This is an optimization exercise on Yosys and OpenROAD, whose aim is small area, a short achievable clock period and few clock cycles per item, not a production implementation. Function was checked by simulation only, so behaviour that the tests miss may differ from the original.

File: flow/design.v
package fc_pkg;
    localparam int LANES = 4;
    localparam int ACC_SHIFT = 4;
    typedef logic signed [7:0] lane_t;
    typedef lane_t [LANES-1:0] word_t;
    typedef logic signed [23:0] acc_t;
    typedef struct packed {
        logic       en;
        logic       sel;
        logic [7:0] addr;
        word_t      data;
    } host_wr_t;
    typedef struct packed {
        logic       valid;
        logic       is_bias;
        logic [1:0] lane;
        logic       final_layer;
        logic [7:0] index;
        logic       last;
    } mac_tag_t;
    typedef struct packed {
        logic       valid;
        logic [7:0] index;
        lane_t      value;
        logic       last;
    } score_t;
    typedef struct packed {
        logic       en;
        logic [7:0] addr;
        word_t      data;
    } act_wr_t;
endpackage
`timescale 1ns/100ps
module word_ram #(
    parameter int AW = 4
) (
    input  logic            clk,
    input  logic            we,
    input  logic [AW-1:0]   waddr,
    input  fc_pkg::word_t   wdata,
    input  logic [AW-1:0]   raddr,
    output fc_pkg::word_t   rdata
);
    fc_pkg::word_t mem [2**AW];
    always_ff @(posedge clk) begin
        if (we) begin
            mem[waddr] <= wdata;
        end
        rdata <= mem[raddr];
    end
endmodule
`timescale 1ns/100ps
module layer_sequencer #(
    parameter int N_IN     = 16,
    parameter int N_HID    = 8,
    parameter int N_OUT    = 10,
    parameter int ACT_AW   = 4,
    parameter int PARAM_AW = 6
) (
    input  logic                clk,
    input  logic                rstn,
    input  logic                start,
    output logic [ACT_AW-1:0]   act_raddr,
    output logic [PARAM_AW-1:0] param_raddr,
    output fc_pkg::mac_tag_t    tag,
    output logic                busy
);
    localparam logic [7:0] IN_W  = 8'(N_IN / fc_pkg::LANES);
    localparam logic [7:0] HID_W = 8'(N_HID / fc_pkg::LANES);
    localparam logic [7:0] LAST_HID = 8'(N_HID - 1);
    localparam logic [7:0] LAST_OUT = 8'(N_OUT - 1);
    localparam logic [ACT_AW-1:0]   HID_BASE = ACT_AW'(N_IN / fc_pkg::LANES);
    localparam logic [PARAM_AW-1:0] B0_BASE  = PARAM_AW'(N_HID * N_IN / fc_pkg::LANES);
    localparam logic [PARAM_AW-1:0] W1_BASE  =
        PARAM_AW'(N_HID * N_IN / fc_pkg::LANES + N_HID / fc_pkg::LANES);
    localparam logic [PARAM_AW-1:0] B1_BASE  =
        W1_BASE + PARAM_AW'(N_OUT * N_HID / fc_pkg::LANES);
    localparam logic [1:0] DRAIN_LAST = 2'd2;
    typedef enum logic [1:0] {
        S_IDLE,
        S_L0,
        S_DRAIN,
        S_L1
    } state_t;
    state_t                state;
    logic [7:0]            neuron;
    logic [7:0]            word;
    logic [PARAM_AW-1:0]   w_ptr;
    logic [1:0]            drain_cnt;
    logic                  l1_done;
    logic                  l1;
    logic                  issue;
    logic                  bias_rd;
    logic [7:0]            words_per;
    logic [7:0]            last_neuron;
    fc_pkg::mac_tag_t      tag_next;
    always_comb begin
        l1          = state == S_L1;
        issue       = (state == S_L0) || l1;
        words_per   = l1 ? HID_W : IN_W;
        last_neuron = l1 ? LAST_OUT : LAST_HID;
        bias_rd     = word == words_per;
        act_raddr = (l1 ? HID_BASE : '0) + word[ACT_AW-1:0];
        if (bias_rd) begin
            param_raddr = (l1 ? B1_BASE : B0_BASE) + PARAM_AW'(neuron[7:2]);
        end else begin
            param_raddr = w_ptr;
        end
        tag_next.valid       = issue;
        tag_next.is_bias     = bias_rd;
        tag_next.lane        = neuron[1:0];
        tag_next.final_layer = l1;
        tag_next.index       = neuron;
        tag_next.last        = neuron == last_neuron;
    end
    assign busy = state != S_IDLE;
    always_ff @(posedge clk or negedge rstn) begin
        if (!rstn) begin
            state     <= S_IDLE;
            neuron    <= '0;
            word      <= '0;
            w_ptr     <= '0;
            drain_cnt <= '0;
            l1_done   <= 1'b0;
            tag       <= '0;
        end else begin
            tag <= tag_next;
            case (state)
                S_IDLE: begin
                    if (start) begin
                        state   <= S_L0;
                        neuron  <= '0;
                        word    <= '0;
                        w_ptr   <= '0;
                        l1_done <= 1'b0;
                    end
                end
                S_L0, S_L1: begin
                    if (bias_rd) begin
                        word <= '0;
                        if (neuron == last_neuron) begin
                            neuron    <= '0;
                            drain_cnt <= '0;
                            l1_done   <= l1;
                            w_ptr     <= W1_BASE;
                            state     <= S_DRAIN;
                        end else begin
                            neuron <= neuron + 8'd1;
                        end
                    end else begin
                        word  <= word + 8'd1;
                        w_ptr <= w_ptr + 1'b1;
                    end
                end
                S_DRAIN: begin
                    drain_cnt <= drain_cnt + 2'd1;
                    if (l1_done && drain_cnt == DRAIN_LAST - 2'd1) begin
                        state <= S_IDLE;
                    end else if (drain_cnt == DRAIN_LAST) begin
                        state <= S_L1;
                    end
                end
                default: begin
                    state <= S_IDLE;
                end
            endcase
        end
    end
endmodule
`timescale 1ns/100ps
module neuron_engine #(
    parameter int N_IN = 16
) (
    input  logic              clk,
    input  logic              rstn,
    input  fc_pkg::word_t     act_word,
    input  fc_pkg::word_t     param_word,
    input  fc_pkg::mac_tag_t  tag,
    output fc_pkg::act_wr_t   act_wr,
    output fc_pkg::score_t    score
);
    localparam logic [7:0] HID_BASE = 8'(N_IN / fc_pkg::LANES);
    fc_pkg::acc_t  acc;
    fc_pkg::acc_t  dot;
    fc_pkg::acc_t  sum;
    fc_pkg::acc_t  shifted;
    fc_pkg::acc_t  clamped;
    fc_pkg::lane_t result;
    fc_pkg::word_t pack;
    fc_pkg::word_t pack_next;
    logic [31:0]   act_flat;
    logic [31:0]   param_flat;
    logic [31:0]   pack_flat;
    logic signed [15:0] prod [fc_pkg::LANES];
    logic signed [7:0]  bias;
    always_comb begin
        act_flat   = act_word;
        param_flat = param_word;
        dot = '0;
        for (int i = 0; i < fc_pkg::LANES; i++) begin
            prod[i] = $signed(act_flat[8*i +: 8]) * $signed(param_flat[8*i +: 8]);
            dot = dot + {{8{prod[i][15]}}, prod[i]};
        end
        bias    = param_flat[8*tag.lane +: 8];
        sum     = acc + {{16{bias[7]}}, bias};
        shifted = sum >>> fc_pkg::ACC_SHIFT;
        if (!tag.final_layer && shifted < 0) begin
            clamped = '0;
        end else begin
            clamped = shifted;
        end
        if (clamped > 127) begin
            result = 8'sh7f;
        end else if (clamped < -128) begin
            result = 8'sh80;
        end else begin
            result = clamped[7:0];
        end
        pack_flat                 = pack;
        pack_flat[8*tag.lane +: 8] = result;
        pack_next                 = pack_flat;
    end
    always_ff @(posedge clk or negedge rstn) begin
        if (!rstn) begin
            acc    <= '0;
            act_wr <= '0;
            score  <= '0;
        end else begin
            act_wr.en   <= 1'b0;
            score.valid <= 1'b0;
            if (tag.valid) begin
                if (tag.is_bias) begin
                    acc <= '0;
                    if (tag.final_layer) begin
                        score.valid <= 1'b1;
                        score.index <= tag.index;
                        score.value <= result;
                        score.last  <= tag.last;
                    end else if (tag.lane == 2'd3) begin
                        act_wr.en   <= 1'b1;
                        act_wr.addr <= HID_BASE + {2'b00, tag.index[7:2]};
                        act_wr.data <= pack_next;
                    end
                end else begin
                    acc <= acc + dot;
                end
            end
        end
    end
    always_ff @(posedge clk) begin
        if (tag.valid && tag.is_bias && !tag.final_layer) begin
            pack <= pack_next;
        end
    end
endmodule
`timescale 1ns/100ps
module argmax_unit (
    input  logic            clk,
    input  logic            rstn,
    input  logic            start,
    input  fc_pkg::score_t  score,
    output logic            t_valid,
    output logic [3:0]      class_idx
);
    logic          run;
    logic          seen;
    logic          take;
    fc_pkg::lane_t max_val;
    assign take = score.valid && (!seen || score.value > max_val);
    always_ff @(posedge clk or negedge rstn) begin
        if (!rstn) begin
            t_valid   <= 1'b0;
            class_idx <= '0;
            run       <= 1'b0;
            seen      <= 1'b0;
        end else begin
            if (start && !run) begin
                t_valid <= 1'b0;
                run     <= 1'b1;
                seen    <= 1'b0;
            end
            if (score.valid) begin
                seen <= 1'b1;
                if (take) begin
                    class_idx <= score.index[3:0];
                end
                if (score.last) begin
                    t_valid <= 1'b1;
                    run     <= 1'b0;
                end
            end
        end
    end
    always_ff @(posedge clk) begin
        if (take) begin
            max_val <= score.value;
        end
    end
endmodule
`timescale 1ns/100ps
module fc_top #(
    parameter int N_IN     = 16,
    parameter int N_HID    = 8,
    parameter int N_OUT    = 10,
    parameter int ACT_AW   = 4,
    parameter int PARAM_AW = 6
) (
    input  logic             clk,
    input  logic             rstn,
    input  logic             host_en,
    input  logic             host_sel,
    input  logic [7:0]       host_addr,
    input  logic [31:0]      host_data,
    input  logic             start,
    output logic             t_valid,
    output logic [3:0]       class_idx
);
    fc_pkg::host_wr_t      host;
    logic                  busy;
    logic                  host_act_we;
    logic                  host_param_we;
    logic                  act_we;
    logic [ACT_AW-1:0]     act_waddr;
    fc_pkg::word_t         act_wdata;
    logic [ACT_AW-1:0]     act_raddr;
    logic [PARAM_AW-1:0]   param_raddr;
    fc_pkg::word_t         act_rdata;
    fc_pkg::word_t         param_rdata;
    fc_pkg::mac_tag_t      tag;
    fc_pkg::act_wr_t       act_wr;
    fc_pkg::score_t        score;
    assign host.en   = host_en;
    assign host.sel  = host_sel;
    assign host.addr = host_addr;
    assign host.data = host_data;
    assign host_act_we   = host.en && !busy && !host.sel;
    assign host_param_we = host.en && !busy && host.sel;
    assign act_we    = act_wr.en || host_act_we;
    assign act_waddr = act_wr.en ? act_wr.addr[ACT_AW-1:0] : host.addr[ACT_AW-1:0];
    assign act_wdata = act_wr.en ? act_wr.data : host.data;
    word_ram #(
        .AW (ACT_AW)
    ) i_act_ram (
        .clk   (clk),
        .we    (act_we),
        .waddr (act_waddr),
        .wdata (act_wdata),
        .raddr (act_raddr),
        .rdata (act_rdata)
    );
    word_ram #(
        .AW (PARAM_AW)
    ) i_param_ram (
        .clk   (clk),
        .we    (host_param_we),
        .waddr (host.addr[PARAM_AW-1:0]),
        .wdata (host.data),
        .raddr (param_raddr),
        .rdata (param_rdata)
    );
    layer_sequencer #(
        .N_IN     (N_IN),
        .N_HID    (N_HID),
        .N_OUT    (N_OUT),
        .ACT_AW   (ACT_AW),
        .PARAM_AW (PARAM_AW)
    ) i_seq (
        .clk         (clk),
        .rstn        (rstn),
        .start       (start),
        .act_raddr   (act_raddr),
        .param_raddr (param_raddr),
        .tag         (tag),
        .busy        (busy)
    );
    neuron_engine #(
        .N_IN (N_IN)
    ) i_engine (
        .clk        (clk),
        .rstn       (rstn),
        .act_word   (act_rdata),
        .param_word (param_rdata),
        .tag        (tag),
        .act_wr     (act_wr),
        .score      (score)
    );
    argmax_unit i_argmax (
        .clk       (clk),
        .rstn      (rstn),
        .start     (start),
        .score     (score),
        .t_valid   (t_valid),
        .class_idx (class_idx)
    );
endmodule
File: flow/run.sh
#!/bin/bash
# synth_recipe.tcl (not shown) runs the flow's synth.tcl, then flattens the netlist and writes it again
# the make line also repeats each setting of config.mk as NAME=value (left out here)
make -C /OpenROAD-flow-scripts/flow DESIGN_CONFIG=/design/flow/config.mk WORK_HOME=/design/flow/orfs CLKGATE_MAP_FILE= SYNTH_SCRIPT=/design/flow/synth_recipe.tcl finish
File: flow/config.mk
export PLATFORM = sky130hd
export DESIGN_NAME = fc_top
export DESIGN_NICKNAME = fc_top
export VERILOG_FILES = /design/flow/design.v
export SDC_FILE = /design/flow/constraint.sdc
export NUM_CORES = 4
export LEC_CHECK = 0
export CAP_MARGIN = 20
export CORE_MARGIN = 2
export CORE_UTILIZATION = 40
export SLEW_MARGIN = 20
File: flow/constraint.sdc
create_clock -name core_clock -period 10.0 [get_ports {clk}]
set_input_delay 2.0000 -clock core_clock [delete_from_list [all_inputs] [get_ports {clk}]]
set_output_delay 2.0000 -clock core_clock [all_outputs]
set_load 0.01 [all_outputs]
==> summary.txt <==
## worst max-delay path by stage
stage | startpoint | endpoint | slack (ps) | cells after the start
6_report | i_act_ram.rdata[0] | i_engine.acc[23] | 670 | 33
5_1_grt | i_act_ram.rdata[0] | i_engine.acc[23] | 90 | 33
4_1_cts | i_param_ram.rdata[6] | i_engine.acc[23] | 240 | 34
3_5_place_dp | i_param_ram.rdata[6] | i_engine.acc[23] | 310 | 33
3_3_place_gp | i_act_ram.rdata[0] | i_engine.acc[23] | 280 | 33
2_1_floorplan | i_act_ram.rdata[15] | i_engine.acc[23] | 1450 | 33
## layout by cell type, fill, tap and decap left out, drive strengths merged, types with 105 or more instances in the layout
cell type	Yosys	routed
ha	180	180
a21oi	105	105
fa	294	294
buf	89	268
nand2	2231	2231
and3	123	123
clkbuf	439	375
edfxtp	2600	2600
and2	154	154
a311oi	169	169
mux4	168	168
nand3	1383	1383
dfrtp	119	119
nor2	143	143
inv	469	476
clkinv	2	116
## worst register-to-register path: cells and delay by family, from the launching register on
kind | cells | cell delay [ps]
buffers and inverters | 5 | 350
AOI/OAI and AO/OA | 13 | 2750
DFF | 1 | 530
and+or+nand+nor | 4 | 700
xor gates and xnor gates | 1 | 170
adders and majority gates | 10 | 4720
## logic make-up after synthesis
| kind of cell | share of synthesized area, % |
|---|---|
| adders and majority gates | 6.66 |
| xor gates and xnor gates | 0.738 |
| AOI/OAI and AO/OA | 3.48 |
| DFF | 67.3 |
| muxes | 3.78 |
| buffers and inverters | 3.08 |
| and+or+nand+nor | 14.9 |
## state kept, by name (all words and copies together) (netlist names), 2 cells and up
signal / count
i_seq.w_ptr: 6
i_seq.drain_cnt: 2
i_seq.neuron: 8
i_engine.act_wr: 37
i_engine.pack: 32
i_argmax.class_idx: 4
i_argmax.max_val: 8
i_engine.score: 14
i_param_ram.mem: 2048
i_seq.state: 2
i_engine.acc: 24
i_act_ram.rdata: 32
i_param_ram.rdata: 32
i_seq.word: 8
i_seq.tag: 10
i_act_ram.mem: 512
## final cells by class
class	count	area share (%)
repair buffers	282	1.80
diodes	12	0.0218
well taps	4080	3.71
inverters	471	1.28
multi-input cells	5557	26.8
clock buffers	375	5.70
flip-flops and latches	2783	59.8
clock inverters	142	0.834
## metrics by stage
stage | hold WS [ps] | instance area (µm²) | util (%)
final | 480 | 138000 | 45.3
after global routing | 498 | 138000 | 45.3
after CTS | 474 | 138000 | 45.3
after detailed placement | 458 | 129000 | 42.4
after global placement | 445 | 129000 | 42.4
after floorplan | 352 | 122000 | -
## routing by layer
layer / share of wire (%) / GRT usage, %
met1: 41 / 28.9
met2: 48 / 35.4
met3: 6.8 / 2.85
met4: 4.1 / 8.42
met5: 0.0039 / 0
## timing repair
item                                    CTS  global route
endpoints found under the setup margin    0             1
hold buffers                              0             0
gates resized for setup                   0             4
==> impl_metrics.csv <==
group,metric,value,unit
cts,clock-sinks,2783,
place,place_congestion,0.838,
critical_path,slowest_delay,550,ps
synthesis,synth_top_cell_area_share,63.9,%
detailed_routing,drt_iter0_drc,7560,
critical_path,critPathTopFamily,"adder cells",
timing,maxSlewViolCount,0,
grt,grt_max_degree,172,
critical_path,reg2regPathDepth,33,
timing,relSlewSlack,21.9,%
synthesis,yosysWarnings,6,
critical_path,cp.buffers_inverters,5,
critical_path,worstPathRequired,10700,ps
critical_path,startpoint_type,"flip-flop",
synthesis,synth_nets,9858,
detailed_routing,remaining_drc_errors,0,
critical_path,r2r-start,"i_act_ram.rdata[0]",
critical_path,cp-end-kind,"flip-flop",
cts,clockBufferDepth,4,
critical_path,crit_type,"reg2reg",
critical_path,timing.rr.end,"i_engine.acc[23]",
flow_run,maxCapViolCount,0,
timing,skew,71.1,ps
layout,nNetsFinal,9908,
floorplanning,dieArea,0.310,mm²
grt,overflow,0,
critical_path,path_max_fanout,8,
layout,fillCellCount,26658,
synthesis,syn_area_per_cell,13.1,µm²
cts,numCtsBuffers,294,
layout,multiInputGateArea,0.0369,mm²
detailed_routing,via_count,75908,
synthesis,synth_most_common_cell,"edfxtp_1",
timing,hold_viol_final,0,
layout,finalNonFillerCells,13702,
layout,regArea,0.0823,mm²
floorplanning,coreArea,0.304,mm²
timing,min_period,9330,ps
synthesis,synth-edff-count,2600,
hold_path,hold_depth,0,
synthesis,yosysSeqAreaShare,67.3,%
synthesis,ys_seq_elements,2783,
cts,htreeDepth,5,
floorplanning,rows,202,
synthesis,synth_area,0.122,mm²
floorplanning,die-height,557,µm
timing,setup_ws,665,ps
grt,grt_first_pass_wirelength,495,mm
detailed_routing,routed_wl,336,mm
grt,grtUsageTotal,21.5,%
hold_path,hold_end,"i_argmax.max_val[6]",
detailed_routing,wl_per_cell,24.5,µm
layout,areaGrowthSynthToFinish,12.6,%
layout,drive_gt1_share,10.5,%
cts,cts_tree,"done",
critical_path,crit_arrival,10030,ps
place,port_buffers,47,
detailed_routing,avgViaCountPerCell,5.54,
floorplanning,die_w,557,µm
cts,clk_latency,890,ps
synthesis,yosys-top-cells-count,"edfxtp_1 (2600), nand2_1 (2231), nand3_1 (1383), inv_1 (468), clkbuf_1 (438)",
timing,rsz0062_at_grt,"false",
detailed_routing,first_pass_iters,6,
synthesis,async_reset_ff_share,4.28,%
floorplanning,initial_core_util,40.3,%
place,dp.final_hpwl,189,mm
cts,root_buffer,"clkbuf_16",
synthesis,yosys.cell_types.count,77,
place,preCtsSetupSlack,306,ps
timing,tightest_slew,1160,ps
critical_path,reg2reg_slack,670,ps
cts,post_cts_buffers,0,
timing,fmax,107,MHz
timing,post-route-period-util,93.3,%
detailed_routing,drtAntennaViolNets,0,
critical_path,crit_slowest_cell,"fa_1",
hold_path,worstHoldPathType,"reg2reg",
place,dp_cells,13172,
synthesis,synth_flop_cell,"edfxtp_1",
grt,grt_pass1_vias,75550,
run_status,outcome,"complete, no violations",
floorplanning,io_pins,50,
hold_path,hp-start,"i_engine.score[7]",
cts,clk_pin_slew,60,ps
grt,antenna_found_initial,29,
critical_path,crit_top_cell,"fa_1",
timing,tns,0,ps
timing,setup_viol,0,
synthesis,synth.area.top_cells,"edfxtp_1 (64%), nand2_1 (6.8%), nand3_1 (5.7%)",
synthesis,synth_top_area_cell,"edfxtp_1",
synthesis,synthCells,9339,
Testbench counts, summed over its fixed seeds: cycles 30,720, items 384.

[re-timing with driven ports]
No port has a modelled driver above. Below, the same layout with a new extraction and two added sets of constraints.
Step 1: set_driving_cell puts a clkbuf_16 on clk and a buf_2 on each other input, an assumption about the parent block.
Step 2 moves the port delays by t, midway between the first and last clock arrival at a register: inputs arrive t later, outputs are due t later. That takes back most of the time a late clock gives input paths.
Slacks: ideal ports / drivers / drivers and shift; pairs: ideal ports / drivers.
t, ns: 0.951
setup slack, ns: 0.665 / 0.665 / 0.665
worst setup path at the end: register to register
After both steps this run still meets setup and hold. The setup slack of this run moves by 0.000 ns with the drivers and by 0.000 ns with both steps.
